This is an optimization exercise on Yosys and OpenROAD, whose aim is small area, not a production implementation.
In this exercise RTL edits were held to simulation tests only and were not proved equivalent to the original.
Power and IR drop assume default switching activity.

==> flow/design.v <==
package dsp_conv_pkg;
  typedef enum logic [1:0] {
    IDLE = 2'd0,
    LOAD = 2'd1,
    SWAP = 2'd2,
    DONE = 2'd3
  } krnl_state_t;
  function automatic integer krnl_words(input integer kern_sz, input integer img_d);
    krnl_words = kern_sz * kern_sz * img_d;
  endfunction
endpackage
module dsp_onehot_dec #(
  parameter int N = 8,
  parameter int W = 3
) (
  input  logic         i_en,
  input  logic [W-1:0] i_idx,
  output logic [N-1:0] o_onehot
);
  generate
    for (genvar gi = 0; gi < N; gi++) begin : g_bit
      assign o_onehot[gi] = i_en && (i_idx == W'(gi));
    end
  endgenerate
endmodule
module dsp_krnl_load_ctrl #(
  parameter int NUM_TILES = 480,
  parameter int KERN_SZ   = 3,
  parameter int IMG_D     = 6,
  parameter int A_W       = 14,
  parameter int M_W       = 18,
  localparam int KRNL_WORDS = dsp_conv_pkg::krnl_words(KERN_SZ, IMG_D),
  localparam int TILE_W     = $clog2(NUM_TILES)
) (
  input  logic                 clk,
  input  logic                 rst,
  input  logic                 ce,
  input  logic                 cmd_valid,
  output logic                 cmd_ready,
  input  logic [TILE_W-1:0]    cmd_tile,
  input  logic                 cmd_bank,
  input  logic                 cmd_swap,
  input  logic                 s_valid,
  output logic                 s_ready,
  input  logic [M_W-1:0]       s_data,
  output logic [A_W-1:0]       krnl_wraddr,
  output logic [M_W-1:0]       krnl_wrdata,
  output logic [NUM_TILES-1:0] krnl_bram1_wren,
  output logic [NUM_TILES-1:0] krnl_bram2_wren,
  output logic [NUM_TILES-1:0] ld_new_kernel,
  output logic                 busy,
  output logic                 done,
  output logic                 cmd_err
);
  localparam int               IDX_W    = $clog2(KRNL_WORDS);
  localparam logic [IDX_W-1:0] PREV_IDX = IDX_W'(KRNL_WORDS - 2);
  localparam int               LO_W     = 5;
  localparam int               LO_N     = 1 << LO_W;
  localparam int               HI_N     = (NUM_TILES + LO_N - 1) / LO_N;
  dsp_conv_pkg::krnl_state_t r_state;
  logic [TILE_W-1:0]    r_tile;
  logic                 r_bank;
  logic                 r_swap;
  logic                 r_first;    
  logic [IDX_W-1:0]     r_wraddr;   
  logic [M_W-1:0]       r_wrdata;
  logic                 r_wr1;
  logic                 r_wr2;
  logic                 r_ld;
  logic                 r_done;
  logic                 r_cmd_err;
  logic w_cmd_ready, w_s_ready, w_cmd_fire, w_tile_ok, w_beat, w_last;
  assign w_cmd_ready = (r_state == dsp_conv_pkg::IDLE) && ce && !rst;
  assign w_s_ready   = (r_state == dsp_conv_pkg::LOAD) && ce && !rst;
  assign w_cmd_fire  = cmd_valid && w_cmd_ready;
  assign w_tile_ok   = (cmd_tile < TILE_W'(NUM_TILES));
  assign w_beat      = s_valid && w_s_ready;
  assign w_last      = !r_first && (r_wraddr == PREV_IDX);
  always_ff @(posedge clk) begin
    if (rst) begin
      r_state   <= dsp_conv_pkg::IDLE;
      r_tile    <= '0;
      r_bank    <= 1'b0;
      r_swap    <= 1'b0;
      r_first   <= 1'b0;
      r_wraddr  <= '0;
      r_wrdata  <= '0;
      r_wr1     <= 1'b0;
      r_wr2     <= 1'b0;
      r_ld      <= 1'b0;
      r_done    <= 1'b0;
      r_cmd_err <= 1'b0;
    end else begin
      r_wr1     <= w_beat && !r_bank;
      r_wr2     <= w_beat && r_bank;
      r_ld      <= ce && (r_state == dsp_conv_pkg::SWAP);
      r_done    <= ce && (r_state == dsp_conv_pkg::DONE);
      r_cmd_err <= w_cmd_fire && !w_tile_ok;
      if (w_cmd_fire && w_tile_ok) begin
        r_state <= dsp_conv_pkg::LOAD;
        r_tile  <= cmd_tile;
        r_bank  <= cmd_bank;
        r_swap  <= cmd_swap;
        r_first <= 1'b1;
      end
      if (w_beat) begin
        r_wraddr <= r_first ? '0 : r_wraddr + IDX_W'(1);
        r_wrdata <= s_data;
        r_first  <= 1'b0;
        if (w_last) begin
          r_state <= r_swap ? dsp_conv_pkg::SWAP : dsp_conv_pkg::DONE;
        end
      end
      if (ce && (r_state == dsp_conv_pkg::SWAP)) begin
        r_state <= dsp_conv_pkg::DONE;
      end
      if (ce && (r_state == dsp_conv_pkg::DONE)) begin
        r_state <= dsp_conv_pkg::IDLE;
      end
    end
  end
  logic [LO_N-1:0] w_lo_n;
  logic [HI_N-1:0] w_hi1_n, w_hi2_n, w_hild_n;
  logic [TILE_W-LO_W-1:0] w_hi;
  assign w_hi = r_tile[TILE_W-1:LO_W];
  generate
    for (genvar gl = 0; gl < LO_N; gl++) begin : g_lo
      assign w_lo_n[gl] = !(r_tile[LO_W-1:0] == LO_W'(gl));
    end
    for (genvar gh = 0; gh < HI_N; gh++) begin : g_hi
      assign w_hi1_n[gh]  = !(r_wr1 && (w_hi == (TILE_W-LO_W)'(gh)));
      assign w_hi2_n[gh]  = !(r_wr2 && (w_hi == (TILE_W-LO_W)'(gh)));
      assign w_hild_n[gh] = !(r_ld  && (w_hi == (TILE_W-LO_W)'(gh)));
    end
    for (genvar gi = 0; gi < NUM_TILES; gi++) begin : g_out
      assign krnl_bram1_wren[gi] = !(w_hi1_n[gi / LO_N]  || w_lo_n[gi % LO_N]);
      assign krnl_bram2_wren[gi] = !(w_hi2_n[gi / LO_N]  || w_lo_n[gi % LO_N]);
      assign ld_new_kernel[gi]   = !(w_hild_n[gi / LO_N] || w_lo_n[gi % LO_N]);
    end
  endgenerate
  assign cmd_ready   = w_cmd_ready;
  assign s_ready     = w_s_ready;
  assign busy        = (r_state != dsp_conv_pkg::IDLE);
  assign krnl_wraddr = A_W'(r_wraddr);
  assign krnl_wrdata = r_wrdata;
  assign done        = r_done;
  assign cmd_err     = r_cmd_err;
endmodule
==> flow/flow/run.sh <==
#!/bin/bash
# The standard ORFS layout, except that the port buffers are the smallest buffer
# cell instead of the one buffer_ports picks by default.
set -euo pipefail
export BUFFER_PORTS_ARGS="-buffer_cell sky130_fd_sc_hd__buf_1"
bash standard.sh > standard_flow.log 2>&1
==> flow/standard.sh <==
#!/bin/bash
# synth_recipe.tcl (not shown) runs the flow's synth.tcl, then flattens the netlist and writes it again
# the make line also repeats each setting of config.mk as NAME=value (left out here)
make -C /OpenROAD-flow-scripts/flow DESIGN_CONFIG=/design/flow/config.mk WORK_HOME=/design/flow/orfs CLKGATE_MAP_FILE= SYNTH_SCRIPT=/design/flow/synth_recipe.tcl "${@:-finish}"
==> flow/config.mk <==
export PLATFORM = sky130hd
export DESIGN_NAME = dsp_krnl_load_ctrl
export DESIGN_NICKNAME = dsp_krnl_load_ctrl
export VERILOG_FILES = /design/flow/design.v
export SDC_FILE = /design/flow/constraint.sdc
export NUM_CORES = 4
export LEC_CHECK = 0
export CAP_MARGIN = 20
export CORE_AREA = 3 2.72 757 59.84
export CTS_CLUSTER_DIAMETER = 40
export CTS_CLUSTER_SIZE = 10
export DIE_AREA = 0 0 760 62
export SLEW_MARGIN = 20
==> flow/constraint.sdc <==
create_clock -name core_clock -period 4.0 [get_ports {clk}]
set_input_delay 0.8000 -clock core_clock [delete_from_list [all_inputs] [get_ports {clk}]]
set_output_delay 0.8000 -clock core_clock [all_outputs]
set_load 0.01 [all_outputs]
==> metrics.yaml, run 1 <==
outcome:
  status: "complete, no violations"
grt:
  use_met1_pct: 49.2
  antenna_found_initial: 6
  grt_pass1_vias: 12000
  grt_util_met3_pct: 16.5
  grt_max_degree: 46
  track_usage_pct: 31.9
  grt_overflow: 0
  grt_pass1_wl_um: 104000
  grt.busiest_layer: "met1"
  grt_util_met2_pct: 36.5
placed_design:
  portBuffers: 1502
  gp_congestion: 0.964
  dpl.cell_count: 3921
  dp_slack_ps: 804
  dpl-instance-area_um2: 14700
  dp_hpwl_um: 66800
floorplan:
  initial_core_util_pct: 20.3
  die_h_um: 62
  die-area_um2: 47100
  coreArea_um2: 43000
  die_w_um: 760
  pin_count: 1511
  core.rowCount: 21
power_and_ir_drop:
  ir_worst_vdd_mv: 0.228
  power_mw: 1.05
  cellLeakagePower_nw: 3.68
  p_per_area_nw_per_um2: 71.0
yosys:
  syn_inst: 2020
  ys_warn_count: 1
  yosysTopAreaCell: "nor2_1"
  ys_types: 39
  synth_ff_type: "dfxtp_1"
  synth-seq-cells: 43
  synth-edff-count: 0
  synth_top_area_share_pct: 63.0
  postSynth.asyncResetShare_pct: 0
  yosysMostFrequentCell: "nor2_1"
  netlist_top_cells_count: "1469 x nor2_1, 158 x clkbuf_1, 121 x nand2_1"
  yosys-top-cells-area: "nor2_1 63%, dfxtp_1 9.8%, clkbuf_1 6.8%"
  seq_area_frac_synth_pct: 9.84
  avgSynthCellArea_um2: 4.33
  netlist_area_um2: 8750
worst_setup_path:
  start_kind: "flip-flop"
  cp_max_fo: 32
  crit_path_max_incr_delay_ps: 850
  crit_chain: "nor2b_1, and2_1, nand2_2, nor2_1, buf_1"
  critPathKind: "flip-flop to primary output"
  crit_arrival_ps: 3030
  slowest_stage: "nor2_1"
  crit_path_end_kind: "primary output"
  cp.required_ps: 3200
sta:
  finalCritPeriodShare_pct: 95.7
  worst_clock_skew_ps: 6.48
  slew_violations: 0
  timing.slew.headroom_pct: 25.0
  tns_ps: 0
  fin_ws_ps: 171
  finalSetupViolations: 0
  fin_crit_ps: 3830
  rsz0062_at_grt: "no"
  hold_viol: 0
  worst_pin_slew_ps: 1120
  fmax_ghz: 0.261
cts:
  cts_sinks: 43
  cts_resized: 0
  post_cts_buffers: 0
  cts_tree: "done"
  cts-root-buf: "clkbuf_16"
  hold_buffers: 0
  cts_buffers: 5
  clk_pin_slew_ps: 70
  clk_latency_ps: 300
  h-tree-depth: 2
  clock_path_buffers: 2
routing:
  drc_errors: 0
  wire_per_inst_um: 22.1
  wl_um: 87000
  drt-initial-drc-count: 3998
  viasPerCell: 4.96
  firstDrtPassIters: 6
  drt.antenna.violating_nets: 0
  vias: 19500
layout:
  fin_cells: 3929
  syn2layout_area_growth_pct: 69.5
  multi_input_area_um2: 6860
  fill_cells: 5256
  layout-drive-gt1-share_pct: 4.26
  design_area_um2: 14800
  nets: 3343
  n_antenna_cell: 0
  register_area_um2: 861
min_path:
  worstHoldPathType: "flip-flop to flip-flop"
job:
  cap_violations: 0
## cell families after synthesis
kind of cell	synth area share [%]
AOI/OAI and AO/OA	1.49
xor gates and xnor gates	0.401
adders and majority gates	0.286
buffers and inverters	14.4
DFF	9.84
muxes	0.801
other	0.0429
and+or+nand+nor	72.7
## layout by cell type, fill, tap and decap left out, types with 2 or more instances in the layout
master,synthesis,layout
buf_4,8,61
inv_1,3,3
a21oi_1,21,21
nand2_1,121,66
nand3_1,3,3
dfxtp_1,43,43
nor3_1,8,8
nand2_4,0,13
and2_1,11,11
nand2_2,0,42
buf_12,1,3
ha_1,2,2
nor3b_2,3,3
and3b_1,2,2
xnor2_1,3,3
nor2b_1,6,4
conb_1,1,8
nand4_1,2,2
mux2i_1,7,7
buf_1,66,1501
nor2b_2,0,2
and3_1,6,6
clkbuf_16,0,5
nor2_1,1469,1468
## layout make-up
type                       instances  share of cell area, %
multi-input combinational       1686                   46.3
inverter                           4                  0.101
tap                              621                   5.24
clock inverter                     2                 0.0844
timing repair buffer            1567                   41.6
sequential                        43                   5.80
clock buffer                       6                  0.869
## worst paths after layout
| kind | from | end | slack, ps | cells after the start |
|---|---|---|---|---|
| setup / recovery | r_tile[8]$_SDFFE_PP0P_ | ld_new_kernel[257] | 170 | 5 |
| hold / removal | r_wrdata[3]$_SDFFE_PP0N_ | r_wrdata[3]$_SDFFE_PP0N_ | 460 | 2 |
| setup reg to reg | r_state[0]$_SDFF_PP0_ | r_swap$_SDFFE_PP0P_ | 1930 | 4 |
| hold reg to reg | r_wrdata[3]$_SDFFE_PP0N_ | r_wrdata[3]$_SDFFE_PP0N_ | 460 | 2 |
## worst max-delay path, delay by kind of cell (launching register included)
kind | cells | cell delay, ps
AND/OR/NAND/NOR | 4 | 2020
flip-flops | 1 | 470
buffers and inverters | 1 | 230
## metal layers
layer / vias to the layer above / part of all wire (%)
met5: - / 0.18
met4: 6 / 0.67
met3: 83 / 17
met2: 1522 / 37
met1: 9473 / 46
li1: 8416 / -
## flip-flops by register name, summed over array words and instances (netlist names)
signal and count:
r_wr1 1, r_cmd_err 1, r_first 1, r_tile 9, r_wr2 1, r_done 1, r_bank 1, r_swap 1
r_state 2, r_ld 1, r_wrdata 18, r_wraddr 6
## power breakdown
part | internal [mW] | total (mW) | switching (mW)
sequential | 0.435 | 0.446 | 0.0109
clock | 0.231 | 0.420 | 0.189
combinational | 0.0354 | 0.187 | 0.152
total | 0.702 | 1.05 | 0.351
## stage by stage
step | hold WS [ps] | util, %
5_1_grt | 473 | 34.5
3_3_place_gp | 447 | 34.0
4_1_cts | 457 | 34.4
2_1_floorplan | 406 | -
6_report | 458 | 34.5
3_5_place_dp | 448 | 34.0
==> run 2, diff against run 1 <==
--- a/flow/config.mk
+++ b/flow/config.mk
@@ -7,7 +7,10 @@
 export LEC_CHECK = 0
 export CAP_MARGIN = 20
 export CORE_AREA = 3 2.72 757 59.84
+export CTS_BUF_LIST = sky130_fd_sc_hd__clkbuf_8
 export CTS_CLUSTER_DIAMETER = 40
 export CTS_CLUSTER_SIZE = 10
 export DIE_AREA = 0 0 760 62
+export GPL_TIMING_DRIVEN = 0
+export PLACE_DENSITY = 0.9
 export SLEW_MARGIN = 20
==> run 2 against run 1 <==
Compared with the run above: the run now fails in global routing (5_1_grt); area after synthesis did not move; synthesized cell count did not move.
==> metrics.yaml, run 2 <==
outcome:
  status: "did not finish"
  haltStage: "global routing (5_1_grt)"
  first-error: "[ERROR GRT-0116] Global routing finished with congestion. Check the congestion regions in the DRC Viewer."
cts:
  clock_path_buffers: 2
  cts-root-buf: "clkbuf_8"
  hold_buffers: 0
  cts_sinks: 43
  post_cts_buffers: 0
  h-tree-depth: 2
  cts_buffers: 5
grt:
  grt_max_degree: 15
  grt_pass1_wl_um: 174000
  grt_overflow: 66
  track_usage_pct: 55.6
  grt_pass1_vias: 16800
yosys:
  ys_warn_count: 1
  avgSynthCellArea_um2: 4.33
  synth-edff-count: 0
  yosys-top-cells-area: "nor2_1 63%, dfxtp_1 9.8%, clkbuf_1 6.8%"
  postSynth.asyncResetShare_pct: 0
  netlist_top_cells_count: "1469 x nor2_1, 158 x clkbuf_1, 121 x nand2_1"
  synth_ff_type: "dfxtp_1"
  synth-seq-cells: 43
  seq_area_frac_synth_pct: 9.84
  yosysMostFrequentCell: "nor2_1"
  synth_top_area_share_pct: 63.0
  yosysTopAreaCell: "nor2_1"
  syn_inst: 2020
  ys_types: 39
  netlist_area_um2: 8750
placed_design:
  dp_hpwl_um: 109000
  gp_congestion: 1.16
  portBuffers: 1502
floorplan:
  die_w_um: 760
  pin_count: 1511
  core.rowCount: 21
  die_h_um: 62
  initial_core_util_pct: 20.3
[run 2: worst max path at each step]
stage / from / end / slack (ps) / depth (start not counted)
after floorplan: r_tile[4]$_SDFFE_PP0P_ / krnl_bram1_wren[336] / 1860 / 5
after global placement: r_tile[0]$_SDFFE_PP0P_ / ld_new_kernel[100] / 60 / 5
after detailed placement: r_tile[0]$_SDFFE_PP0P_ / ld_new_kernel[313] / 120 / 6
after CTS: r_tile[0]$_SDFFE_PP0P_ / ld_new_kernel[316] / -70 / 5
[run 2: repair_timing]
| action | 4_1_cts |
|---|---|
| resized for setup | 20 |
| hold endpoints to repair | 0 |
| setup endpoints to repair | 13 |
[run 2: logic make-up after synthesis]
family                     count (synthesis)  synth area share [%]
DFF                                       43                  9.84
and+or+nand+nor                         1641                  72.7
muxes                                      7                 0.801
other                                      1                0.0429
AOI/OAI and AO/OA                         24                  1.49
adders and majority gates                  2                 0.286
buffers and inverters                    298                  14.4
xor gates and xnor gates                   4                 0.401
[run 2: stage by stage]
step	setup slack, ps	instance area, µm²	util [%]	hold WS, ps	cells
3_3_place_gp	62.0	15200	35.3	444	4150
4_1_cts	-74.1	15400	35.9	459	4161
3_5_place_dp	121	15300	35.5	446	4153
2_1_floorplan	1860	8770	-	406	2027
[run 2: layer usage]
layer | GRT overflow | GRT usage, %
met5 | 1 | 41.4
met4 | 2 | 13.4
met3 | 37 | 50.3
met2 | 0 | 61.4
met1 | 26 | 68.3
[run 2: power by group through the flow]
stage | combinational, mW | sequential, mW | clock (mW)
2_1_floorplan | 0.0935 | 0.451 | 0
3_3_place_gp | 0.216 | 0.453 | 0
3_5_place_dp | 0.224 | 0.453 | 0
4_1_cts | 0.226 | 0.443 | 0.363
==> run 3, diff against run 2 <==
--- a/flow/config.mk
+++ b/flow/config.mk
@@ -7,10 +7,9 @@
 export LEC_CHECK = 0
 export CAP_MARGIN = 20
 export CORE_AREA = 3 2.72 757 59.84
-export CTS_BUF_LIST = sky130_fd_sc_hd__clkbuf_8
-export CTS_CLUSTER_DIAMETER = 40
-export CTS_CLUSTER_SIZE = 10
+export CTS_BUF_LIST = sky130_fd_sc_hd__clkbuf_4 sky130_fd_sc_hd__clkbuf_8
+export CTS_CLUSTER_DIAMETER = 30
+export CTS_CLUSTER_SIZE = 6
 export DIE_AREA = 0 0 760 62
 export GPL_TIMING_DRIVEN = 0
-export PLACE_DENSITY = 0.9
 export SLEW_MARGIN = 20
==> run 3 against run 2 <==
Compared with the run above: the layout now fails its checks (negative setup slack); synthesized cell count unchanged; area after synthesis unchanged.
==> metrics.yaml, run 3 <==
layout:
  final_common_cell: "buf_1"
  syn2layout_area_growth_pct: 78.2
  layout_common_cells: "1560 x buf_1, 1469 x nor2_1, 137 x clkbuf_1, 95 x nand2_1, 62 x buf_2"
  largest_reg_flops: 18
  fin_util_pct: 36.2
  top_register: "r_wrdata"
  top_regs: "r_wrdata x18, r_tile x9, r_wraddr x6"
  nets: 3577
  layout-drive-gt1-share_pct: 4.23
cts:
  clock_path_buffers: 2
  hold_buffers: 0
  h-tree-depth: 2
  clk_pin_slew_ps: 90
  cts_tree: "done"
  clk_latency_ps: 320
  cts_buffers: 5
  cts-root-buf: "clkbuf_8"
  cts_sinks: 43
grt:
  grt_overflow: 0
  grt_pass1_wl_um: 148000
  grt_pass1_vias: 14600
  antenna_found_initial: 16
  track_usage_pct: 48.6
  grt_max_degree: 14
sta:
  fmax_ghz: 0.224
  finalSetupViolations: 305
  hold_viol: 0
  fin_ws_ps: -462
  worst_clock_skew_ps: 15.5
  worst_pin_slew_ps: 1350
  slew_violations: 0
  finalCritPeriodShare_pct: 112
  rsz0062_at_grt: "yes"
  timing.slew.headroom_pct: 9.91
  fin_crit_ps: 4460
yosys:
  netlist_area_um2: 8750
  ys_warn_count: 1
  yosysTopAreaCell: "nor2_1"
  netlist_top_cells_count: "1469 x nor2_1, 158 x clkbuf_1, 121 x nand2_1"
  postSynth.asyncResetShare_pct: 0
  ys_types: 39
  synth-edff-count: 0
  seq_area_frac_synth_pct: 9.84
  synth_ff_type: "dfxtp_1"
  yosys-top-cells-area: "nor2_1 63%, dfxtp_1 9.8%, clkbuf_1 6.8%"
  avgSynthCellArea_um2: 4.33
  synth-seq-cells: 43
  syn_inst: 2020
  yosysMostFrequentCell: "nor2_1"
  synth_top_area_share_pct: 63.0
routing:
  wire_per_inst_um: 30.1
  vias: 23400
  drc_errors: 0
  wl_um: 126000
  drt-initial-drc-count: 5726
  viasPerCell: 5.59
  drt.antenna.violating_nets: 0
  firstDrtPassIters: 7
power_and_ir_drop:
  cellLeakagePower_nw: 3.79
  ir_worst_vdd_mv: 0.105
  power_mw: 1.10
  p_per_area_nw_per_um2: 70.4
placed_design:
  dp_slack_ps: 222
  dp_hpwl_um: 106000
  gp_congestion: 1.18
  portBuffers: 1502
floorplan:
  initial_core_util_pct: 20.3
  die-area_um2: 47100
  die_h_um: 62
  pin_count: 1511
  die_w_um: 760
  core.rowCount: 21
  coreArea_um2: 43000
worst_setup_path:
  crit_arrival_ps: 3660
  rr_startpoint: "r_state[0]$_SDFF_PP0_"
  reg2reg_to: "r_tile[4]$_SDFFE_PP0P_"
  crit_path_end_kind: "primary output"
  critPathKind: "flip-flop to primary output"
  reg2regPathDepth: 6
  start_kind: "flip-flop"
  reg2reg_slack_ps: 2250
  cp_max_fo: 10
  cp.required_ps: 3200
min_path:
  worstHoldPathType: "flip-flop to flip-flop"
  min_path_cells: 1
  hp-start: "r_bank$_SDFFE_PP0P_"
  min_to: "r_wr1$_SDFF_PP0_"
job:
  cap_violations: 0
outcome:
  violations: "negative setup slack"
  status: "complete, but fails checks"
[run 3: cell counts after synthesis]
No cell type changed its count.
[run 3: what timing repair did]
item	4_1_cts	5_1_grt
gates resized for setup	2	20
setup endpoints to repair	8	160
buffers inserted	0	0
[run 3: metrics by stage]
stage / hold WS, ps / setup TNS, ps / cells / area, µm²
floorplan: 406 / 0 / 2027 / 8770
global placement: 426 / -17.1 / 4150 / 15200
detailed placement: 434 / 0 / 4156 / 15300
CTS: 437 / 0 / 4163 / 15500
global route: 471 / -8130 / 4175 / 15600
finish: 448 / -30470 / 4186 / 15600
[run 3: power breakdown]
part | leakage [nW] | internal (mW) | switching, mW
Sequential | 0.348 | 0.435 | 0.0121
Clock | 0.0614 | 0.202 | 0.173
Combinational | 3.38 | 0.0497 | 0.225
[run 3: layer usage]
metal	wire, µm	global-route usage, %
met5	1820	34.8
met3	31400	48.0
met4	2090	8.55
met2	37700	44.6
met1	53100	64.0
[run 3: worst max-delay path by stage]
stage	startpoint	endpoint	slack (ps)	depth (start not counted)
finish	r_tile[0]$_SDFFE_PP0P_	krnl_bram2_wren[127]	-460	6
global route	r_tile[0]$_SDFFE_PP0P_	krnl_bram2_wren[471]	-220	6
CTS	r_tile[0]$_SDFFE_PP0P_	ld_new_kernel[107]	30	6
global placement	r_tile[0]$_SDFFE_PP0P_	ld_new_kernel[131]	-9	6
floorplan	r_tile[4]$_SDFFE_PP0P_	krnl_bram1_wren[336]	1860	5
detailed placement	r_tile[0]$_SDFFE_PP0P_	ld_new_kernel[297]	220	6
[run 3: final cells by class]
| cell class | instances | area (µm²) |
|---|---|---|
| Clock inverter | 2 | 35.0 |
| Tap cell | 621 | 777 |
| Sequential cell | 43 | 861 |
| Inverter | 4 | 15.0 |
| Clock buffer | 6 | 82.6 |
| Buffer | 293 | 1280 |
| Timing Repair Buffer | 1508 | 5750 |
| Antenna cell | 23 | 57.6 |
| Fill cell | 5415 | 27400 |
| Multi-Input combinational cell | 1686 | 6730 |
[run 3: worst max-delay path, stage by stage (launching register included)]
cell	delay [ps]
dfxtp_1	470
and2_1	170
clkbuf_1	480
nand2_1	970
buf_2	590
nor2_1	400
buf_1	230
[run 3: cell families after synthesis]
logic type | count (synthesis) | share of synthesized area [%]
AO/OA/AOI/OAI | 24 | 1.49
XOR/XNOR | 4 | 0.401
adder cells (fa/ha/maj) | 2 | 0.286
buffers and inverters | 298 | 14.4
flip-flops | 43 | 9.84
multiplexers | 7 | 0.801
other | 1 | 0.0429
AND/OR/NAND/NOR | 1641 | 72.7
==> run 4, diff against run 3 <==
==> flow/flow/run.sh (replaced) <==
#!/bin/bash
# The standard ORFS layout, except that the port buffers are the smallest buffer
# cell instead of the one buffer_ports picks by default, and the pins may sit on
# adjacent routing tracks so that a small die still holds them all.
set -euo pipefail
export BUFFER_PORTS_ARGS="-buffer_cell sky130_fd_sc_hd__buf_1"
export PLACE_PINS_ARGS="-min_distance 1 -min_distance_in_tracks"
bash standard.sh > standard_flow.log 2>&1
==> flow/config.mk (replaced) <==
export PLATFORM = sky130hd
export DESIGN_NAME = dsp_krnl_load_ctrl
export DESIGN_NICKNAME = dsp_krnl_load_ctrl
export VERILOG_FILES = /design/flow/design.v
export SDC_FILE = /design/flow/constraint.sdc
export NUM_CORES = 4
export LEC_CHECK = 0
export CAP_MARGIN = 20
export CORE_AREA = 3 2.72 417 59.84
export CTS_CLUSTER_DIAMETER = 40
export CTS_CLUSTER_SIZE = 10
export DIE_AREA = 0 0 420 62
export SLEW_MARGIN = 20
==> run 4 against run 3 <==
Compared with the run above: the run now finishes clean; first-iteration DRC count is 16% higher; power increased by 14%; non-clock buffer count down 246; global-route usage rose by 2.3 points; clock power increased by 68%; register-to-register slack got worse by 410 ps; die area decreased by 45%; largest power group is now clock.
==> metrics.yaml, run 4 <==
yosys:
  postSynth.asyncResetShare_pct: 0
  syn_inst: 2020
  netlist_top_cells_count: "1469 x nor2_1, 158 x clkbuf_1, 121 x nand2_1"
  synth_ff_type: "dfxtp_1"
  avgSynthCellArea_um2: 4.33
  ys_types: 39
  netlist_area_um2: 8750
  synth-edff-count: 0
  yosysMostFrequentCell: "nor2_1"
  synth_top_area_share_pct: 63.0
  yosys-top-cells-area: "nor2_1 63%, dfxtp_1 9.8%, clkbuf_1 6.8%"
  yosysTopAreaCell: "nor2_1"
  ys_warn_count: 1
  seq_area_frac_synth_pct: 9.84
  synth-seq-cells: 43
layout:
  layout_common_cells: "1501 x buf_1, 1469 x nor2_1, 72 x nand2_1, 45 x buf_4, 43 x dfxtp_1"
  top_regs: "r_wrdata x18, r_tile x9, r_wraddr x6"
  multi_input_area_um2: 6840
  nets: 3331
  fill_cells: 2626
  register_area_um2: 861
  syn2layout_area_growth_pct: 65.0
  layout-drive-gt1-share_pct: 3.64
  largest_reg_flops: 18
  top_register: "r_wrdata"
  final_common_cell: "buf_1"
routing:
  firstDrtPassIters: 17
  vias: 21600
  drt-initial-drc-count: 6649
  drt.antenna.violating_nets: 0
  viasPerCell: 5.95
  wl_um: 78400
  wire_per_inst_um: 21.6
  drc_errors: 0
job:
  cap_violations: 0
worst_setup_path:
  cp_max_fo: 18
  rr_startpoint: "r_state[0]$_SDFF_PP0_"
  crit_arrival_ps: 3020
  start_kind: "flip-flop"
  cp.required_ps: 3200
  critPathKind: "flip-flop to primary output"
  reg2regPathDepth: 5
  crit_path_end_kind: "primary output"
  cp-startpoint: "r_tile[7]$_SDFFE_PP0P_"
cts:
  h-tree-depth: 2
  clk_pin_slew_ps: 100
  cts_resized: 0
  clk_latency_ps: 330
  cts_buffers: 5
  cts-root-buf: "clkbuf_16"
  cts_tree: "done"
  clock_path_buffers: 2
  cts_sinks: 43
  hold_buffers: 0
  post_cts_buffers: 0
floorplan:
  pin_count: 1511
  coreArea_um2: 23600
  core.rowCount: 21
  die-area_um2: 26000
  die_w_um: 420
  initial_core_util_pct: 37.0
  die_h_um: 62
power_and_ir_drop:
  cellLeakagePower_nw: 3.66
  ir_worst_vdd_mv: 0.248
  p_per_area_nw_per_um2: 86.7
sta:
  hold_viol: 0
  finalSetupViolations: 0
  rsz0062_at_grt: "no"
  worst_clock_skew_ps: 35.4
  fin_crit_ps: 3820
  timing.slew.headroom_pct: 18.2
  fmax_ghz: 0.262
  worst_pin_slew_ps: 1230
  fin_ws_ps: 183
  tns_ps: 0
  slew_violations: 0
  finalCritPeriodShare_pct: 95.4
placed_design:
  gp_congestion: 1.33
  dp_slack_ps: 712
  portBuffers: 1502
  dp_hpwl_um: 55400
grt:
  antenna_found_initial: 2
  grt_max_degree: 46
  grt_pass1_vias: 15400
  grt_pass1_wl_um: 97700
  grt_overflow: 0
  track_usage_pct: 51.0
min_path:
  min_path_cells: 2
  hp-start: "r_wrdata[13]$_SDFFE_PP0N_"
  worstHoldPathType: "flip-flop to flip-flop"
outcome:
  status: "complete, no violations"
-- run 4: cell type report --
class / count / area share, %
Tap cell: 333 / 2.89
Antenna cell: 2 / 0.0347
Clock inverter: 2 / 0.416
Clock buffer: 6 / 0.893
Inverter: 4 / 0.104
Timing Repair Buffer: 1555 / 42.4
Multi-Input combinational cell: 1686 / 47.3
Sequential cell: 43 / 5.96
-- run 4: kinds of logic (layout without fill, tap and decap cells) --
family | after synthesis | count (layout) | synth area share (%)
compound gates | 24 | 24 | 1.49
other cells | 1 | 10 | 0.0429
flops | 43 | 43 | 9.84
fa+ha+maj | 2 | 2 | 0.286
mux | 7 | 7 | 0.801
xor+xnor | 4 | 4 | 0.401
buf+inv | 298 | 1567 | 14.4
simple gates | 1641 | 1641 | 72.7
-- run 4: worst paths after layout --
kind	end	slack, ps
worst min-delay path	r_wrdata[13]$_SDFFE_PP0N_	460
worst max-delay path	krnl_bram2_wren[225]	180
worst min register to register	r_wrdata[13]$_SDFFE_PP0N_	460
worst max register to register	r_state[0]$_SDFF_PP0_	1840
-- run 4: metal layers --
| layer | track usage [%] | wire, µm | vias up |
|---|---|---|---|
| met5 | 4.41 | 300 | - |
| met1 | 59.6 | 26400 | 9290 |
| li1 | - | - | 8399 |
| met2 | 67.7 | 29600 | 2748 |
| met4 | 37.0 | 6940 | 16 |
| met3 | 32.6 | 15200 | 1156 |
-- run 4: metrics by stage --
| step | power [mW] | cell area [µm²] | utilization (%) | hold WS, ps | std cells |
|---|---|---|---|---|---|
| final | 1.25 | 14400 | 61.1 | 456 | 3631 |
| after global routing | 1.26 | 14400 | 61.1 | 479 | 3629 |
| after CTS | 1.20 | 14300 | 60.4 | 451 | 3625 |
| after detailed placement | 0.606 | 14100 | 59.6 | 440 | 3617 |
| after global placement | 0.604 | 14000 | 59.4 | 429 | 3614 |
| after floorplan | 0.544 | 8770 | - | 406 | 2027 |
-- run 4: power by group --
group	total, mW	switching, mW	internal, mW	leakage [nW]
clock network	0.632	0.270	0.362	0.0911
logic	0.173	0.137	0.0360	3.23
registers	0.446	0.0116	0.435	0.348
-- run 4: worst max-delay path: stages (launching register included) --
cell,delay [ps]
dfxtp_1,440
nor2b_1,710
and2_1,370
nand2_1,420
buf_4,400
nor2_1,110
buf_1,240
==> run 5, diff against run 4 <==
==> flow/flow/run.sh (replaced) <==
#!/bin/bash
# The standard ORFS layout, except that:
# - the port buffers are the smallest buffer cell instead of the one
#   buffer_ports picks by default;
# - gates off the critical paths are downsized after global routing, and
#   flow/post_grt.tcl then repairs the slew, capacitance and timing limits.
set -euo pipefail
export BUFFER_PORTS_ARGS="-buffer_cell sky130_fd_sc_hd__buf_1"
export POST_GLOBAL_ROUTE_TCL="$PWD/flow/post_grt.tcl"
bash standard.sh RECOVER_POWER=100 finish > standard_flow.log 2>&1
==> flow/flow/post_grt.tcl (new file) <==
# Runs after global routing. Power recovery has downsized the gates that have
# timing slack, which can break the slew and capacitance limits: repair them,
# then any setup violations, legalising and rerouting after each repair.
estimate_parasitics -global_routing
repair_design_helper
global_route -start_incremental
detailed_placement
global_route -end_incremental
estimate_parasitics -global_routing
repair_timing_helper
global_route -start_incremental
detailed_placement
global_route -end_incremental
check_placement -verbose
--- a/flow/config.mk
+++ b/flow/config.mk
@@ -6,8 +6,10 @@
 export NUM_CORES = 4
 export LEC_CHECK = 0
 export CAP_MARGIN = 20
-export CORE_AREA = 3 2.72 417 59.84
-export CTS_CLUSTER_DIAMETER = 40
-export CTS_CLUSTER_SIZE = 10
-export DIE_AREA = 0 0 420 62
+export CORE_AREA = 3 2.72 757 59.84
+export CTS_BUF_LIST = sky130_fd_sc_hd__clkbuf_4 sky130_fd_sc_hd__clkbuf_8
+export CTS_CLUSTER_DIAMETER = 30
+export CTS_CLUSTER_SIZE = 6
+export DIE_AREA = 0 0 760 62
+export SETUP_SLACK_MARGIN = 0.1
 export SLEW_MARGIN = 20
==> run 5 against run 4 <==
Compared with the run above: still clean; design area rose by 1.5%; cell count increased by 8.3%; critical path depth down 1; first-iteration DRC count is 41% lower; die area rose by 81%; sequential power about the same; sequential share of layout area down 0.091 points; critical path type unchanged; largest cell class unchanged.
==> metrics.yaml, run 5 <==
outcome:
  status: "complete, no violations"
cts:
  cts_sinks: 43
  cts_buffers: 5
  clk_pin_slew_ps: 90
  cts-root-buf: "clkbuf_8"
  cts_resized: 0
  clock_path_buffers: 2
  h-tree-depth: 2
  cts_tree: "done"
  post_cts_buffers: 0
  clk_latency_ps: 320
  hold_buffers: 0
yosys:
  synth-seq-cells: 43
  netlist_top_cells_count: "1469 x nor2_1, 158 x clkbuf_1, 121 x nand2_1"
  ys_warn_count: 1
  synth-edff-count: 0
  ys_types: 39
  yosysMostFrequentCell: "nor2_1"
  postSynth.asyncResetShare_pct: 0
  seq_area_frac_synth_pct: 9.84
  yosysTopAreaCell: "nor2_1"
  netlist_area_um2: 8750
  synth_top_area_share_pct: 63.0
  syn_inst: 2020
  yosys-top-cells-area: "nor2_1 63%, dfxtp_1 9.8%, clkbuf_1 6.8%"
  synth_ff_type: "dfxtp_1"
  avgSynthCellArea_um2: 4.33
routing:
  firstDrtPassIters: 6
  vias: 19500
  route.met3.wl_um: 15000
  drt-met1-wl_um: 39200
  viasPerCell: 4.96
  wl_met2_um: 31900
  drt-initial-drc-count: 3931
  wire_per_inst_um: 22.1
  drt.antenna.violating_nets: 0
  wl_um: 86900
  drc_errors: 0
  topRoutingLayerUsed: "met5"
sta:
  worst_clock_skew_ps: 16.1
  timing.slew.headroom_pct: 23.7
  whs_ps: 462
  fin_crit_ps: 3870
  finalCritPeriodShare_pct: 96.9
  hold_viol: 0
  finalSetupViolations: 0
  fin_ws_ps: 126
  slew_violations: 0
  tns_ps: 0
  fmax_ghz: 0.258
  worst_pin_slew_ps: 1140
layout:
  top_regs: "r_wrdata x18, r_tile x9, r_wraddr x6"
  final_common_cell: "buf_1"
  syn2layout_area_growth_pct: 67.6
  register_area_um2: 861
  top_register: "r_wrdata"
  layout_common_cells: "1486 x buf_1, 1466 x nor2_1, 72 x nand2_1, 43 x dfxtp_1, 36 x nand2_2"
  fin_util_pct: 34.1
  nets: 3345
  multi_input_area_um2: 6800
  fin_cells: 3932
  largest_reg_flops: 18
  fill_cells: 5283
  layout-drive-gt1-share_pct: 3.72
floorplan:
  die-area_um2: 47100
  initial_core_util_pct: 20.3
  coreArea_um2: 43000
  pin_count: 1511
  core.rowCount: 21
  die_w_um: 760
  die_h_um: 62
placed_design:
  dpl.cell_count: 3921
  dp_hpwl_um: 66800
  portBuffers: 1502
  gp_congestion: 0.964
  dp_slack_ps: 804
power_and_ir_drop:
  cellLeakagePower_nw: 3.60
  ir_worst_vdd_mv: 0.132
  p_per_area_nw_per_um2: 63.4
worst_setup_path:
  cp_max_fo: 36
  crit_chain: "and2_0, nand2_1, buf_4, nor2_1, buf_1"
  crit_path_max_incr_delay_ps: 680
  cp_top_family: "simple AND/OR/NAND/NOR gates"
  crit_path_end_kind: "primary output"
  slowest_stage: "and2_0"
  crit_arrival_ps: 3070
  worst-path-stages: 5
  start_kind: "flip-flop"
  cp.required_ps: 3200
  reg2regPathDepth: 4
  critical_path_buf_inv_count: 2
  critPathKind: "flip-flop to primary output"
grt:
  grt_pass1_vias: 12000
  antenna_found_initial: 5
  grt_max_degree: 46
  grt_pass1_wl_um: 104000
  track_usage_pct: 31.9
  grt_overflow: 0
min_path:
  min_path_cells: 2
  worstHoldPathType: "flip-flop to flip-flop"
job:
  cap_violations: 0
==> run 5: final timing paths <==
check	startpoint	end	slack, ps
hold / removal	r_wrdata[11]$_SDFFE_PP0N_	r_wrdata[11]$_SDFFE_PP0N_	460
setup / recovery	r_tile[1]$_SDFFE_PP0P_	ld_new_kernel[387]	130
setup reg to reg	r_state[0]$_SDFF_PP0_	r_bank$_SDFFE_PP0P_	1490
hold reg to reg	r_wrdata[11]$_SDFFE_PP0N_	r_wrdata[11]$_SDFFE_PP0N_	460
==> run 5: layout make-up <==
class,instances,area share (%)
multi-input combinational,1686,46.4
clock buffer,6,0.521
tap,621,5.30
antenna,1,0.0171
clock inverter,2,0.0854
timing repair buffer,1569,41.7
inverter,4,0.102
sequential,43,5.87
==> run 5: power breakdown <==
group	internal (mW)	switching, mW
combinational	0.0315	0.151
sequential	0.435	0.0102
clock	0.129	0.173
total	0.596	0.334
==> run 5: cell families after synthesis <==
kind of cell / after synthesis / synth area share (%)
AOI/OAI and AO/OA: 24 / 1.49
xor gates and xnor gates: 4 / 0.401
adders and majority gates: 2 / 0.286
buffers and inverters: 298 / 14.4
DFF: 43 / 9.84
muxes: 7 / 0.801
other: 1 / 0.0429
and+or+nand+nor: 1641 / 72.7
==> run 5: worst register-to-register path: stages, from the launching register on <==
cell and delay, ps:
dfxtp_1 390, nor4b_1 850, and3_1 800, mux2i_1 260
nor2_1 60
==> run 5: routing by layer <==
metal / up-vias / global-route usage [%]
li1: 8422 / -
met1: 9490 / 49.4
met2: 1490 / 36.4
met3: 98 / 16.2
met4: 10 / 2.42
met5: - / 2.66
==> run 5: metrics by stage <==
stage          instance area [µm²]  power, mW
6_report                     14700      0.930
4_1_cts                      14700      0.916
3_5_place_dp                 14700      0.626
3_3_place_gp                 14600      0.625
2_1_floorplan                 8770      0.544
==> run 6, diff against run 5 <==
--- a/flow/design.v
+++ b/flow/design.v
@@ -54,7 +54,7 @@
 );
   localparam int               IDX_W    = $clog2(KRNL_WORDS);
   localparam logic [IDX_W-1:0] PREV_IDX = IDX_W'(KRNL_WORDS - 2);
-  localparam int               LO_W     = 5;
+  localparam int               LO_W     = 4;
   localparam int               LO_N     = 1 << LO_W;
   localparam int               HI_N     = (NUM_TILES + LO_N - 1) / LO_N;
   dsp_conv_pkg::krnl_state_t r_state;
==> run 6 against run 5 <==
Compared with the run above: critical endpoint is now ld_new_kernel[148]; sequential power is essentially flat; maximum frequency barely moved; wire length fell by 8.9%; critical path type unchanged; synthesized cell count grew 1.5%; design area fell by 0.29%; sequential cell count unchanged; cell count grew 0.66%; combinational power rose by 11%; critical path depth did not move; core utilization fell by 0.099 points; largest power group unchanged; largest cell class unchanged; non-clock buffer count down 26.
==> metrics.yaml, run 6 <==
grt:
  track_usage_pct: 28.5
  grt_max_degree: 88
  grt_pass1_wl_um: 95600
  grt_pass1_vias: 11800
  grt_overflow: 0
  antenna_found_initial: 0
sta:
  timing.slew.headroom_pct: 17.6
  worst_clock_skew_ps: 11.5
  whs_ps: 458
  worst_pin_slew_ps: 1230
  fin_ws_ps: 125
  fin_crit_ps: 3870
  finalSetupViolations: 0
  tns_ps: 0
  slew_violations: 0
  finalCritPeriodShare_pct: 96.9
  hold_viol: 0
  fmax_ghz: 0.258
worst_setup_path:
  slowest_stage: "nand2_1"
  crit_path_end_kind: "primary output"
  crit_top_cell: "nor2_1"
  reg2reg_to: "r_wraddr[0]$_SDFFE_PP0N_"
  critical_path_buf_inv_count: 1
  reg2reg_slack_ps: 1790
  rr_startpoint: "r_state[0]$_SDFF_PP0_"
  cp_top_family: "simple AND/OR/NAND/NOR gates"
  critPathKind: "flip-flop to primary output"
  crit_path_max_incr_delay_ps: 740
  cp_max_fo: 16
  crit_chain: "or3b_1, nor2_1, nand2_1, nor2_1, buf_1"
  crit_arrival_ps: 3070
  start_kind: "flip-flop"
  reg2regPathDepth: 5
  cp.required_ps: 3200
floorplan:
  coreArea_um2: 43000
  pin_count: 1511
  die_h_um: 62
  initial_core_util_pct: 21.7
  core.rowCount: 21
  die_w_um: 760
  die-area_um2: 47100
routing:
  drt-initial-drc-count: 3605
  wire_per_inst_um: 20.0
  drc_errors: 0
  drt.antenna.violating_nets: 0
  wl_um: 79200
  viasPerCell: 4.90
  firstDrtPassIters: 8
  vias: 19400
placed_design:
  dp_slack_ps: 838
  dpl-instance-area_um2: 14900
  gp_congestion: 0.943
  dp_hpwl_um: 60700
  portBuffers: 1502
layout:
  largest_reg_flops: 18
  layout_common_cells: "1498 x buf_1, 1485 x nor2_1, 140 x nand2_1, 40 x dfxtp_1, 29 x a21oi_1"
  n_antenna_cell: 0
  fill_cells: 5263
  register_area_um2: 865
  multi_input_area_um2: 6920
  fin_util_pct: 34.0
  nets: 3372
  layout-drive-gt1-share_pct: 2.19
  final_common_cell: "buf_1"
  syn2layout_area_growth_pct: 56.5
  top_register: "r_wrdata"
  design_area_um2: 14600
  top_regs: "r_wrdata x18, r_tile x9, r_wraddr x6"
min_path:
  worstHoldPathType: "flip-flop to flip-flop"
  min_path_cells: 2
  min_to: "r_wrdata[4]$_SDFFE_PP0N_"
  hp-start: "r_wrdata[4]$_SDFFE_PP0N_"
yosys:
  seq_area_frac_synth_pct: 9.22
  yosys-top-cells-area: "nor2_1 59%, dfxtp_1 9.2%, clkbuf_1 6.8%"
  yosysTopAreaCell: "nor2_1"
  syn_inst: 2050
  synth_top_area_share_pct: 59.1
  synth_ff_type: "dfxtp_1"
  netlist_area_um2: 9340
  synth-edff-count: 0
  postSynth.asyncResetShare_pct: 0
  netlist_top_cells_count: "1471 x nor2_1, 169 x clkbuf_1, 113 x nand2_1"
  ys_warn_count: 1
  synth-seq-cells: 43
  avgSynthCellArea_um2: 4.56
  ys_types: 38
  yosysMostFrequentCell: "nor2_1"
power_and_ir_drop:
  comb_power_share_pct: 21.7
  p_sw_mw: 0.344
  p_per_area_nw_per_um2: 64.4
  internal_power_mw: 0.597
  cellLeakagePower_nw: 3.56
  pwr-share-clk_pct: 30.7
  p_seq_share_pct: 47.6
  ir_worst_vdd_mv: 0.112
  switching_share_pct: 36.6
cts:
  clk_latency_ps: 310
  cts_buffers: 5
  clk_pin_slew_ps: 80
  cts-root-buf: "clkbuf_8"
  cts_sinks: 43
  post_cts_buffers: 0
  clock_path_buffers: 2
  h-tree-depth: 2
  cts_resized: 0
  hold_buffers: 0
  cts_tree: "done"
job:
  cap_violations: 0
outcome:
  status: "complete, no violations"
[run 6: stage by stage]
stage | total power, mW | cells
floorplan | 0.575 | 2057
global placement | 0.660 | 3949
detailed placement | 0.661 | 3949
CTS | 0.953 | 3957
finish | 0.941 | 3958
[run 6: tightest hold or removal path, cell delays in order (launching register included)]
cell and delay (ps):
dfxtp_1 320, nand2_1 50, a21oi_1 50
[run 6: how the worst max path moves through the flow]
| stage | start | to | slack [ps] | cells past startpoint |
|---|---|---|---|---|
| 2_1_floorplan | r_tile[5]$_SDFFE_PP0P_ | krnl_bram1_wren[32] | 1740 | 5 |
| 3_3_place_gp | r_tile[3]$_SDFFE_PP0P_ | krnl_bram2_wren[43] | 890 | 5 |
| 3_5_place_dp | r_tile[1]$_SDFFE_PP0P_ | ld_new_kernel[286] | 840 | 6 |
| 4_1_cts | r_tile[1]$_SDFFE_PP0P_ | ld_new_kernel[286] | 500 | 6 |
| 6_report | r_tile[7]$_SDFFE_PP0P_ | ld_new_kernel[148] | 130 | 5 |
[run 6: routing by layer]
metal  share of wire [%]  global-route usage [%]  vias to the layer above
met4                0.40                    1.29                        4
met3                  17                    14.0                       55
met2                  37                    32.6                     1371
li1                    -                       -                     8537
met5                0.16                    3.21                        -
met1                  46                    44.6                     9430
[run 6: final cells by class]
type	instances	share of cell area (%)
multi-input combinational	1741	47.4
sequential	43	5.92
inverter	2	0.0514
clock buffer	6	0.522
clock inverter	2	0.0856
tap	621	5.32
timing repair buffer	1543	40.8
[run 6: logic make-up (layout without fill, tap and decap cells)]
kind of cell,Yosys count,in the layout,share of synthesized area (%)
and+or+nand+nor,1694,1694,72.2
buffers and inverters,273,1553,16.1
DFF,43,43,9.22
AOI/OAI and AO/OA,33,33,1.82
xor gates and xnor gates,4,4,0.375
adders and majority gates,2,2,0.268
other,1,8,0.0401
[run 6: power groups by stage]
stage | Combinational [mW] | Clock [mW] | Sequential, mW
floorplan | 0.124 | 0 | 0.451
global placement | 0.202 | 0 | 0.458
detailed placement | 0.202 | 0 | 0.458
CTS | 0.203 | 0.301 | 0.448
finish | 0.204 | 0.289 | 0.448
==> run 7, diff against run 6 <==
--- a/flow/config.mk
+++ b/flow/config.mk
@@ -11,5 +11,6 @@
 export CTS_CLUSTER_DIAMETER = 30
 export CTS_CLUSTER_SIZE = 6
 export DIE_AREA = 0 0 760 62
+export PLACE_DENSITY = 0.45
 export SETUP_SLACK_MARGIN = 0.1
 export SLEW_MARGIN = 20
==> run 7 against run 6 <==
Compared with the run above: design area up 1.9%; clock power up 22%; sequential cell count unchanged; die area unchanged; via count up 0.49%; combinational power up 6%; area after synthesis unchanged; non-clock buffer count up 46; power up 8.3%; count of clock-buffer cells in the layout down 1; global-route usage up 2.3 points.
==> metrics.yaml, run 7 <==
yosys:
  synth-simple-area-share_pct: 72.2
  synth-compound-area-share_pct: 1.82
  netlist_area_um2: 9340
  yosysTopAreaCell: "nor2_1"
  synth.area.mux_share_pct: 0
  ys_warn_count: 1
  synth_adder_area_share_pct: 0.268
  synth_top_family_by_area: "simple AND/OR/NAND/NOR gates"
  yosysMostFrequentCell: "nor2_1"
  netlist_top_cells_count: "1471 x nor2_1, 169 x clkbuf_1, 113 x nand2_1"
  postSynth.asyncResetShare_pct: 0
  syn_inst: 2050
  synth_ff_type: "dfxtp_1"
  ys_types: 38
  seq_area_frac_synth_pct: 9.22
  synth-xor-area-share_pct: 0.375
  synth_top_area_share_pct: 59.1
  avgSynthCellArea_um2: 4.56
  synth-seq-cells: 43
  yosys-top-cells-area: "nor2_1 59%, dfxtp_1 9.2%, clkbuf_1 6.8%"
  synth-edff-count: 0
cts:
  hold_buffers: 0
  cts_sinks: 43
  clk_latency_ps: 320
  cts_buffers: 5
  h-tree-depth: 2
  cts-root-buf: "clkbuf_8"
  clock_path_buffers: 2
  post_cts_buffers: 0
  cts_tree: "done"
  clk_pin_slew_ps: 90
  cts_resized: 0
sta:
  hold_viol: 0
  tns_ps: 0
  slew_violations: 0
  worst_clock_skew_ps: 12.5
  finalSetupViolations: 0
  fmax_ghz: 0.262
  timing.slew.headroom_pct: 19.7
  worst_pin_slew_ps: 1200
  whs_ps: 456
  finalCritPeriodShare_pct: 95.5
  fin_ws_ps: 180
  fin_crit_ps: 3820
floorplan:
  die_w_um: 760
  core.rowCount: 21
  initial_core_util_pct: 21.7
  coreArea_um2: 43000
  pin_count: 1511
  die-area_um2: 47100
  die_h_um: 62
placed_design:
  dpl-instance-area_um2: 15300
  gp_congestion: 0.954
  dpl.cell_count: 3995
  dp_slack_ps: 867
  portBuffers: 1502
  dp_hpwl_um: 67300
layout:
  fin_cells: 4007
  layout-drive-gt1-share_pct: 2.72
  final_common_cell: "buf_1"
  layout_common_cells: "1492 x buf_1, 1487 x nor2_1, 146 x nand2_1, 40 x dfxtp_1, 38 x clkbuf_1"
  fill_cells: 5462
  top_register: "r_wrdata"
  top_regs: "r_wrdata x18, r_tile x9, r_wraddr x6"
  nets: 3418
  design_area_um2: 14900
  fin_util_pct: 34.6
  register_area_um2: 865
  syn2layout_area_growth_pct: 59.5
  multi_input_area_um2: 6860
  largest_reg_flops: 18
grt:
  grt_overflow: 0
  track_usage_pct: 30.8
  grt_pass1_vias: 12600
  antenna_found_initial: 6
  grt_max_degree: 85
  grt_pass1_wl_um: 103000
worst_setup_path:
  reg2reg_slack_ps: 1650
  crit_path_max_incr_delay_ps: 730
  critical_path_buf_inv_count: 3
  cp_top_family: "buffers and inverters"
  start_kind: "flip-flop"
  reg2regPathDepth: 5
  cp_max_fo: 31
  critPathKind: "flip-flop to primary output"
  reg2reg_to: "r_wraddr[2]$_SDFFE_PP0N_"
  rr_startpoint: "r_state[0]$_SDFF_PP0_"
  crit_path_end_kind: "primary output"
  slowest_stage: "buf_2"
  cp.required_ps: 3200
  crit_arrival_ps: 3020
  crit_chain: "nor2b_1, buf_4, nand2_2, buf_2, nor2_1, buf_1"
min_path:
  worstHoldPathType: "flip-flop to flip-flop"
  hp-start: "r_wrdata[5]$_SDFFE_PP0N_"
  min_path_cells: 2
  min_to: "r_wrdata[5]$_SDFFE_PP0N_"
routing:
  wire_per_inst_um: 20.9
  firstDrtPassIters: 6
  drt-initial-drc-count: 2948
  vias: 19500
  viasPerCell: 4.86
  drc_errors: 0
  wl_um: 83600
  drt.antenna.violating_nets: 0
power_and_ir_drop:
  p_per_area_nw_per_um2: 68.4
  power_mw: 1.02
  ir_worst_vdd_mv: 0.109
  cellLeakagePower_nw: 3.67
job:
  cap_violations: 0
outcome:
  status: "complete, no violations"
[run 7: cell counts after synthesis]
No cell type changed its count.
[run 7: where the power goes]
group          switching, mW  internal [mW]  total (mW)
Sequential            0.0124          0.435       0.447
Clock                  0.172          0.183       0.354
Combinational          0.173         0.0445       0.217
Total                  0.357          0.662        1.02
[run 7: worst max path at each step]
stage | from | end | cells past startpoint | slack (ps)
6_report | r_tile[1]$_SDFFE_PP0P_ | ld_new_kernel[113] | 6 | 180
4_1_cts | r_tile[8]$_SDFFE_PP0P_ | ld_new_kernel[26] | 5 | 520
3_5_place_dp | r_tile[8]$_SDFFE_PP0P_ | ld_new_kernel[26] | 5 | 870
3_3_place_gp | r_tile[8]$_SDFFE_PP0P_ | ld_new_kernel[31] | 5 | 900
2_1_floorplan | r_tile[5]$_SDFFE_PP0P_ | krnl_bram1_wren[32] | 5 | 1740
[run 7: cell type report]
type	count	area share (%)
clock inverters	2	0.252
diodes	4	0.0672
inverters	2	0.0504
clock buffers	5	0.462
flip-flops and latches	43	5.80
multi-input cells	1741	46.0
repair buffers	1589	42.1
well taps	621	5.21
[run 7: cells by family after synthesis]
| group | Yosys count |
|---|---|
| simple gates | 1694 |
| buf+inv | 273 |
| flops | 43 |
| compound gates | 33 |
| xor+xnor | 4 |
| fa+ha+maj | 2 |
| other cells | 1 |
[run 7: tightest hold or removal path, stage by stage, from the launching register on]
cell and delay, ps:
dfxtp_1 310, nand2_1 50, a21oi_1 50
[run 7: per-layer routing]
layer,track usage [%],up-vias,wire (µm)
met1,49.6,9722,40700
met2,38.1,1079,32200
met5,0,-,0
li1,-,8643,-
met3,9.89,48,10400
met4,1.77,0,303
==> run 8, diff against run 7 <==
--- a/flow/config.mk
+++ b/flow/config.mk
@@ -11,6 +11,6 @@
 export CTS_CLUSTER_DIAMETER = 30
 export CTS_CLUSTER_SIZE = 6
 export DIE_AREA = 0 0 760 62
-export PLACE_DENSITY = 0.45
+export GPL_ROUTABILITY_DRIVEN = 0
 export SETUP_SLACK_MARGIN = 0.1
 export SLEW_MARGIN = 20
==> run 8 against run 7 <==
Compared with the run above: hold slack better by 2.5 ps; largest power group unchanged; clock power down 18%; synthesized cell count unchanged.
==> metrics.yaml, run 8 <==
yosys:
  synth-edff-count: 0
  seq_area_frac_synth_pct: 9.22
  postSynth.asyncResetShare_pct: 0
  yosysTopAreaCell: "nor2_1"
  netlist_top_cells_count: "1471 x nor2_1, 169 x clkbuf_1, 113 x nand2_1"
  yosys-top-cells-area: "nor2_1 59%, dfxtp_1 9.2%, clkbuf_1 6.8%"
  ys_types: 38
  syn_inst: 2050
  ys_warn_count: 1
  yosysMostFrequentCell: "nor2_1"
  avgSynthCellArea_um2: 4.56
  synth_top_area_share_pct: 59.1
  synth-seq-cells: 43
  netlist_area_um2: 9340
  synth_ff_type: "dfxtp_1"
grt:
  grt_overflow: 0
  antenna_found_initial: 0
  track_usage_pct: 28.5
  grt_pass1_vias: 11800
  grt_pass1_wl_um: 95600
  grt_max_degree: 88
routing:
  vias: 19400
  wire_per_inst_um: 20.0
  drc_errors: 0
  viasPerCell: 4.90
  firstDrtPassIters: 8
  wl_um: 79200
  drt-initial-drc-count: 3605
  drt.antenna.violating_nets: 0
layout:
  multi_input_area_um2: 6920
  largest_reg_flops: 18
  top_register: "r_wrdata"
  n_antenna_cell: 0
  nets: 3372
  layout-drive-gt1-share_pct: 2.19
  layout_common_cells: "1498 x buf_1, 1485 x nor2_1, 140 x nand2_1, 40 x dfxtp_1, 29 x a21oi_1"
  fill_cells: 5263
  top_regs: "r_wrdata x18, r_tile x9, r_wraddr x6"
  syn2layout_area_growth_pct: 56.5
  final_common_cell: "buf_1"
  register_area_um2: 865
placed_design:
  portBuffers: 1502
  dp_hpwl_um: 60700
cts:
  clk_latency_ps: 310
  cts_tree: "done"
  cts-root-buf: "clkbuf_8"
  cts_sinks: 43
  cts_buffers: 5
  hold_buffers: 0
  clock_path_buffers: 2
  h-tree-depth: 2
  post_cts_buffers: 0
  clk_pin_slew_ps: 80
  cts_resized: 0
sta:
  worst_clock_skew_ps: 11.5
  hold_viol: 0
  slew_violations: 0
  worst_pin_slew_ps: 1230
  finalSetupViolations: 0
  fin_crit_ps: 3870
  tns_ps: 0
  finalCritPeriodShare_pct: 96.9
  timing.slew.headroom_pct: 17.6
  whs_ps: 458
  fmax_ghz: 0.258
job:
  cap_violations: 0
power_and_ir_drop:
  ir_worst_vdd_mv: 0.112
  power_mw: 0.941
  cellLeakagePower_nw: 3.56
  p_per_area_nw_per_um2: 64.4
outcome:
  status: "complete, no violations"
floorplan:
  die_w_um: 760
  die-area_um2: 47100
  coreArea_um2: 43000
  initial_core_util_pct: 21.7
  pin_count: 1511
  die_h_um: 62
  core.rowCount: 21
worst_setup_path:
  cp_max_fo: 16
  crit_arrival_ps: 3070
  reg2reg_slack_ps: 1790
  critPathKind: "flip-flop to primary output"
  cp.required_ps: 3200
  crit_path_end_kind: "primary output"
  start_kind: "flip-flop"
min_path:
  worstHoldPathType: "flip-flop to flip-flop"
run 8: changes by cell type in the layout (fill, tap and decap cells not counted), sizes merged:
cell    previous run  this run
diode              4         0
clkinv             0         1
bufinv             1         0
buf             1537      1520
clkbuf            57        29
run 8: area by class of cell:
type	instances	share of cell area, %
clock buffer	6	0.522
multi-input combinational	1741	47.4
tap	621	5.32
clock inverter	2	0.0856
sequential	43	5.92
timing repair buffer	1543	40.8
inverter	2	0.0514
run 8: final timing paths:
check,start,endpoint,cells past startpoint
max,r_tile[7]$_SDFFE_PP0P_,ld_new_kernel[148],5
min,r_wrdata[4]$_SDFFE_PP0N_,r_wrdata[4]$_SDFFE_PP0N_,2
max reg2reg,r_state[0]$_SDFF_PP0_,r_wraddr[0]$_SDFFE_PP0N_,5
min reg2reg,r_wrdata[4]$_SDFFE_PP0N_,r_wrdata[4]$_SDFFE_PP0N_,2
run 8: logic make-up after synthesis:
| group | after synthesis | share of synthesized area, % |
|---|---|---|
| AOI/OAI and AO/OA | 33 | 1.82 |
| xor gates and xnor gates | 4 | 0.375 |
| adders and majority gates | 2 | 0.268 |
| buffers and inverters | 273 | 16.1 |
| DFF | 43 | 9.22 |
| other | 1 | 0.0401 |
| and+or+nand+nor | 1694 | 72.2 |
run 8: per-layer routing:
metal	vias to the layer above	routed length [µm]	GRT usage, %
met5	-	129	3.21
met4	4	316	1.29
met3	55	13200	14.0
met2	1371	29400	32.6
met1	9430	36200	44.6
li1	8537	-	-
run 8: worst max-delay path: stages (launching register included):
cell,delay (ps)
dfxtp_1,480
or3b_1,550
nor2_1,500
nand2_1,740
nor2_1,290
buf_1,180
run 8: per-stage QoR:
step | cell area, µm² | std cells | setup WS, ps | util [%]
6_report | 14600 | 3958 | 125 | 34.0
4_1_cts | 15000 | 3957 | 499 | 34.8
3_5_place_dp | 14900 | 3949 | 838 | 34.6
3_3_place_gp | 14900 | 3949 | 889 | 34.6
2_1_floorplan | 9370 | 2057 | 1740 | -
run 8: report_power, final:
part,internal [mW],total (mW),leakage (nW),switching (mW)
sequential,0.435,0.448,0.349,0.0133
combinational,0.0330,0.204,3.16,0.171
clock,0.129,0.289,0.0446,0.160
==> run 9, diff against run 8 <==
--- a/flow/config.mk
+++ b/flow/config.mk
@@ -11,6 +11,5 @@
 export CTS_CLUSTER_DIAMETER = 30
 export CTS_CLUSTER_SIZE = 6
 export DIE_AREA = 0 0 760 62
-export GPL_ROUTABILITY_DRIVEN = 0
-export SETUP_SLACK_MARGIN = 0.1
+export SETUP_SLACK_MARGIN = 0.05
 export SLEW_MARGIN = 20
==> run 9 against run 8 <==
Compared with the run above: still clean on timing, DRC and antenna; power stayed put; register-to-register slack about the same; count of clock-buffer cells in the layout did not move; hold slack unchanged; sequential cell count is the same; maximum frequency unchanged; critical path type unchanged; critical endpoint unchanged; largest cell class unchanged; largest power group unchanged.
==> metrics.yaml, run 9 <==
power_and_ir_drop:
  comb_power_share_pct: 21.7
  internal_power_mw: 0.597
  power_mw: 0.941
  ir_worst_vdd_mv: 0.112
  switching_share_pct: 36.6
  p_per_area_nw_per_um2: 64.4
  pwr-share-clk_pct: 30.7
  p_seq_share_pct: 47.6
  cellLeakagePower_nw: 3.56
  p_sw_mw: 0.344
routing:
  viasPerCell: 4.90
  drt-initial-drc-count: 3605
  firstDrtPassIters: 8
  drt.antenna.violating_nets: 0
  vias: 19400
  wire_per_inst_um: 20.0
  wl_um: 79200
  drc_errors: 0
cts:
  clk_latency_ps: 310
  cts_tree: "done"
  cts-root-buf: "clkbuf_8"
  cts_resized: 0
  cts_buffers: 5
  h-tree-depth: 2
  hold_buffers: 0
  post_cts_buffers: 0
  cts_sinks: 43
  clk_pin_slew_ps: 80
  clock_path_buffers: 2
worst_setup_path:
  critPathKind: "flip-flop to primary output"
  crit_arrival_ps: 3070
  crit_top_cell: "nor2_1"
  crit_path_max_incr_delay_ps: 740
  crit_chain: "or3b_1, nor2_1, nand2_1, nor2_1, buf_1"
  cp.required_ps: 3200
  critical_path_buf_inv_count: 1
  cp_max_fo: 16
  reg2reg_slack_ps: 1790
  slowest_stage: "nand2_1"
  crit_path_end_kind: "primary output"
  start_kind: "flip-flop"
  cp_top_family: "simple AND/OR/NAND/NOR gates"
layout:
  top_regs: "r_wrdata x18, r_tile x9, r_wraddr x6"
  largest_reg_flops: 18
  top_register: "r_wrdata"
  fill_cells: 5263
  fin_cells: 3958
  n_antenna_cell: 0
  syn2layout_area_growth_pct: 56.5
  layout_common_cells: "1498 x buf_1, 1485 x nor2_1, 140 x nand2_1, 40 x dfxtp_1, 29 x a21oi_1"
  layout-drive-gt1-share_pct: 2.19
  nets: 3372
  design_area_um2: 14600
  final_common_cell: "buf_1"
grt:
  grt_overflow: 0
  track_usage_pct: 28.5
  antenna_found_initial: 0
  grt_pass1_wl_um: 95600
  grt_pass1_vias: 11800
  grt_max_degree: 88
yosys:
  avgSynthCellArea_um2: 4.56
  postSynth.asyncResetShare_pct: 0
  yosysTopAreaCell: "nor2_1"
  synth_top_area_share_pct: 59.1
  yosys-top-cells-area: "nor2_1 59%, dfxtp_1 9.2%, clkbuf_1 6.8%"
  netlist_area_um2: 9340
  syn_inst: 2050
  netlist_top_cells_count: "1471 x nor2_1, 169 x clkbuf_1, 113 x nand2_1"
  synth_ff_type: "dfxtp_1"
  yosysMostFrequentCell: "nor2_1"
  seq_area_frac_synth_pct: 9.22
  synth-edff-count: 0
  synth-seq-cells: 43
  ys_types: 38
  ys_warn_count: 1
placed_design:
  dp_slack_ps: 838
  dpl-instance-area_um2: 14900
  portBuffers: 1502
  dp_hpwl_um: 60700
  dpl.cell_count: 3949
  gp_congestion: 0.943
floorplan:
  coreArea_um2: 43000
  core.rowCount: 21
  die_w_um: 760
  initial_core_util_pct: 21.7
  die-area_um2: 47100
  die_h_um: 62
  pin_count: 1511
sta:
  worst_pin_slew_ps: 1230
  fmax_ghz: 0.258
  hold_viol: 0
  fin_crit_ps: 3870
  finalCritPeriodShare_pct: 96.9
  worst_clock_skew_ps: 11.5
  fin_ws_ps: 125
  timing.slew.headroom_pct: 17.6
  finalSetupViolations: 0
  slew_violations: 0
  tns_ps: 0
min_path:
  worstHoldPathType: "flip-flop to flip-flop"
outcome:
  status: "complete, no violations"
job:
  cap_violations: 0
run 9: cell counts after synthesis:
Identical to the previous run, type by type.
run 9: area by class of cell:
cell class	count	area (µm²)	share of cell area (%)
multi-input combinational	1741	6920	47.4
sequential	43	865	5.92
clock inverter	2	12.5	0.0856
timing repair buffer	1543	5960	40.8
tap	621	777	5.32
clock buffer	6	76.3	0.522
inverter	2	7.51	0.0514
run 9: kinds of logic (layout without fill, tap and decap cells):
group / after synthesis / in the layout / synth area share [%]
AO/OA/AOI/OAI: 33 / 33 / 1.82
AND/OR/NAND/NOR: 1694 / 1694 / 72.2
buffers and inverters: 273 / 1553 / 16.1
flip-flops: 43 / 43 / 9.22
XOR/XNOR: 4 / 4 / 0.375
other: 1 / 8 / 0.0401
adder cells (fa/ha/maj): 2 / 2 / 0.268
run 9: power groups by stage:
stage / combinational (mW) / sequential [mW] / clock (mW)
after floorplan: 0.124 / 0.451 / 0
after global placement: 0.202 / 0.458 / 0
after detailed placement: 0.202 / 0.458 / 0
after CTS: 0.203 / 0.448 / 0.301
final: 0.204 / 0.448 / 0.289
run 9: worst paths after layout:
| kind | start | endpoint | depth (start not counted) |
|---|---|---|---|
| setup / recovery | r_tile[7]$_SDFFE_PP0P_ | ld_new_kernel[148] | 5 |
| hold / removal | r_wrdata[4]$_SDFFE_PP0N_ | r_wrdata[4]$_SDFFE_PP0N_ | 2 |
| setup reg to reg | r_state[0]$_SDFF_PP0_ | r_wraddr[0]$_SDFFE_PP0N_ | 5 |
| hold reg to reg | r_wrdata[4]$_SDFFE_PP0N_ | r_wrdata[4]$_SDFFE_PP0N_ | 2 |
run 9: metal layers:
layer | vias to the layer above | track usage [%] | wire length, µm
met3 | 55 | 14.0 | 13200
met5 | - | 3.21 | 129
met1 | 9430 | 44.6 | 36200
met4 | 4 | 1.29 | 316
met2 | 1371 | 32.6 | 29400
li1 | 8537 | - | -
run 9: worst register-to-register path, delay by kind of cell, from the launching register on:
kind                   cells  cell delay [ps]
and+or+nand+nor            3             1130
DFF                        1              460
buffers and inverters      1              450
AOI/OAI and AO/OA          1              120
run 9: per-stage QoR:
step	util [%]	hold WS [ps]
6_report	34.0	458
4_1_cts	34.8	460
3_5_place_dp	34.6	448
3_3_place_gp	34.6	442
2_1_floorplan	-	406

==> separate check: timing with driven ports <==
How much do the figures lean on ideal ports? The routed layouts below were timed once more, with nothing changed but the port constraints. Step 1: set_driving_cell puts a clkbuf_16 on clk and a buf_2 on each other input, an assumption about the parent block. Step 2 moves the port delays by t, midway between the first and last clock arrival at a register: inputs arrive t later, outputs are due t later. That takes back most of the time a late clock gives input paths. Three values: ideal, step 1, step 2; two values: the first two.
run | t, ns | setup slack, ns | hold slack, ns | latest minus earliest clock arrival (ns)
run 1 | 0.325 | 0.171 / 0.140 / 0.465 | 0.458 / 0.458 / 0.458 | 0.010 / 0.010
run 3 | 0.346 | -0.462 / -0.493 / -0.147 | 0.448 / 0.448 / 0.448 | 0.016 / 0.016
run 4 | 0.371 | 0.183 / 0.128 / 0.499 | 0.456 / 0.456 / 0.456 | 0.038 / 0.038
run 5 | 0.340 | 0.126 / 0.099 / 0.438 | 0.462 / 0.462 / 0.462 | 0.019 / 0.019
run 6 | 0.323 | 0.125 / 0.103 / 0.426 | 0.458 / 0.458 / 0.458 | 0.012 / 0.012
run 7 | 0.341 | 0.180 / 0.150 / 0.491 | 0.456 / 0.456 / 0.456 | 0.014 / 0.014
run 8 | 0.323 | 0.125 / 0.103 / 0.426 | 0.458 / 0.458 / 0.458 | 0.012 / 0.012
run 9 | 0.323 | 0.125 / 0.103 / 0.426 | 0.458 / 0.458 / 0.458 | 0.012 / 0.012
